What follows belongs to an exercise in optimizing a design on an open flow for small area; a production flow would make more cautious choices.
In this exercise RTL edits were held to simulation tests only and were not proved equivalent to the original.
Power is estimated from default activity; no workload was simulated.

== v29 ==
// cpu_id_ex_top
module cpu_id_ex_top (
    input  logic                            clk,
    input  logic                            rst,
    input  logic                            cpu_en,
    input  logic [31:0]                     id_instruction,
    input  logic [31:0]                     id_pc,
    input  logic                            wb_en,
    input  logic [mips_pkg::REG_ADDR_W-1:0] wb_addr,
    input  logic [31:0]                     wb_data,
    output logic                            stall,
    output logic                            branch_taken,
    output logic [31:0]                     branch_target,
    output logic [31:0]                     ex_alu_result,
    output logic [31:0]                     ex_store_data,
    output logic [mips_pkg::REG_ADDR_W-1:0] ex_write_addr,
    output logic                            ex_reg_write,
    output logic                            ex_mem_write,
    output logic                            ex_mem_to_reg,
    output logic                            ex_undefined
);
For scale: about 3200 cells after synthesis, ~210 I/O pins, ~48000 sq um of cells after synthesis.
export LEC_CHECK = 0
export CAP_MARGIN = 10
export CORE_MARGIN = 2
export CORE_UTILIZATION = 50
export SLEW_MARGIN = 10
export SYNTH_HIERARCHICAL = 1
create_clock -name core_clock -period 9.5 [get_ports {clk}]
standard.sh (not shown) runs the stock make flow with config.mk's settings and CLKGATE_MAP_FILE= SYNTH_SCRIPT=/design/flow/synth_recipe.tcl, a recipe that flattens the netlist after the stock synthesis.
==> flow/flow/run.sh <==
#!/bin/bash
# Layout flow: the standard synthesis, then every combinational cell set
# to the smallest drive strength of its family (the repair steps that follow
# size up wherever timing, slew or capacitance need it), then the standard flow's
# standard layout steps with: sizing not tied to the cell footprint,
# buf_1 port buffers, and smaller clock-tree buffers in larger sink
# clusters without CTS dummy loads. Each tool's output goes to a log here.
set -euo pipefail
R=orfs/results/${FLOW_PLATFORM}/cpu_id_ex_top/base
LIB=${FLOW_HOME}/platforms/${FLOW_PLATFORM}/lib/sky130_fd_sc_hd__tt_025C_1v80.lib

bash standard.sh synth > synth.log 2>&1
cp $R/1_2_yosys.v synth_netlist_orig.v
python3 flow/downsize.py $R/1_2_yosys.v $LIB > downsize.log 2>&1

export CTS_ARGS="-sink_clustering_enable -repair_clock_nets -dont_use_dummy_load -sink_clustering_size 14 -sink_clustering_max_diameter 60 -buf_list {sky130_fd_sc_hd__clkbuf_4 sky130_fd_sc_hd__clkbuf_8}"
export BUFFER_PORTS_ARGS="-buffer_cell sky130_fd_sc_hd__buf_1"
bash standard.sh MATCH_CELL_FOOTPRINT=0 finish > layout.log 2>&1
Other scripts of this flow, unchanged in this note and not shown: flow/flow/downsize.py
v29 went all the way through the flow, and no timing, DRC or antenna check failed.
The following lists how v5 was set up differently from v29:
Settings: swapping 10 for 20 in SLEW_MARGIN; swapping 10 for 20 in CAP_MARGIN.
### Flow results
Part of the power in the clock network: v29 vs v5, no meaningful difference. Between v29 and v5, the final area does not differ in any meaningful way. Compare v29 and v5 | smallest setup slack after layout lower: v29. On shortest clock period the worst path allows after layout, the lower figure sits with v5, not v29.
Edits applied to the flow inputs when going from v5 to v23:
Settings: swapping 50 for 40 in CORE_UTILIZATION.
==> flow/flow/run.sh <==
#!/bin/bash
# Layout flow: the standard synthesis, then every combinational cell set
# to the smallest drive strength of its family (the repair steps that follow
# size up wherever timing, slew or capacitance need it), then the standard flow's
# standard layout steps with: sizing not tied to the cell footprint, area
# recovery on paths with slack, buf_1 port buffers, and smaller clock-tree
# buffers without CTS dummy loads. Each tool's output goes to a log here.
set -euo pipefail
R=orfs/results/${FLOW_PLATFORM}/cpu_id_ex_top/base
LIB=${FLOW_HOME}/platforms/${FLOW_PLATFORM}/lib/sky130_fd_sc_hd__tt_025C_1v80.lib

bash standard.sh synth > synth.log 2>&1
cp $R/1_2_yosys.v synth_netlist_orig.v
python3 flow/downsize.py $R/1_2_yosys.v $LIB > downsize.log 2>&1

export CTS_ARGS="-sink_clustering_enable -repair_clock_nets -dont_use_dummy_load -buf_list {sky130_fd_sc_hd__clkbuf_4 sky130_fd_sc_hd__clkbuf_8}"
export BUFFER_PORTS_ARGS="-buffer_cell sky130_fd_sc_hd__buf_1"
bash standard.sh MATCH_CELL_FOOTPRINT=0 RECOVER_POWER=100 finish > layout.log 2>&1
==> comparison <==
- The layout from v23, despite a flow that completed every stage, fails the layout checks, with the failing checks listed as max-capacitance violations, max-slew violations.
- v23 vs. v5: worst setup slack before clock tree synthesis shows an increase of 41 ps, number of nets in the layout shows an increase of 85, clock power climbed 37%, final instance count without filler cells up 422.
- Of the two values seen for highest-delay cell along the critical path, sky130_fd_sc_hd__nor3_1 was produced by v23 and sky130_fd_sc_hd__or3_1 by v5.
Inputs modified between v23 and v48:
Settings: GPL_TIMING_DRIVEN now 0, previously not set; CORE_UTILIZATION now 55, was 40.
==> notes.md <==
- In v48 the implementation ran to completion but is not tape-out ready, as the final checks report max-capacitance violations, max-slew violations, negative setup slack.
- In the tables for v48 and v23, wire length reads lower with v48.
- Filler cell count in the final layout (v48 over v23): decrease, 4547
- On post-CTS clock slew at the launch and capture registers of the worst setup and hold paths, v48 and v23 are neck and neck.
- v23 has higher area inside the core boundary than v48.

-- port drivers added, routing unchanged --
How much do the figures lean on ideal ports? The routed layouts below were timed once more, with nothing changed but the port constraints.
Step 1, drivers: a clkbuf_16 drives clk and a buf_2 each remaining input, both assumed.
Step 2 times the ports against the registers' clock, not the clock port: input delays grow and output delays shrink by t, the midpoint of the rising clock arrivals with the driver on.
Three values: no drivers, after step 1, after step 2; two values: the first two.
run | t, ns | slack for setup (ns) | hold slack, ns | cell pins on the clock port's net
v29 | 0.812 | 0.108 / 0.031 / -0.099 | 0.844 / 0.844 / 0.844 | 1
v5 | 0.823 | 0.170 / 0.094 / -0.128 | 0.864 / 0.864 / 0.864 | 1
v23 | 0.891 | 0.095 / 0.065 / -0.521 | 0.888 / 0.888 / 0.888 | 1
v48 | 0.905 | -0.056 / -0.012 / -0.918 | 0.860 / 0.860 / 0.860 | 1
For v48, which loses most, drivers alone change the setup slack by +0.044 ns; drivers and shift together by -0.862 ns.
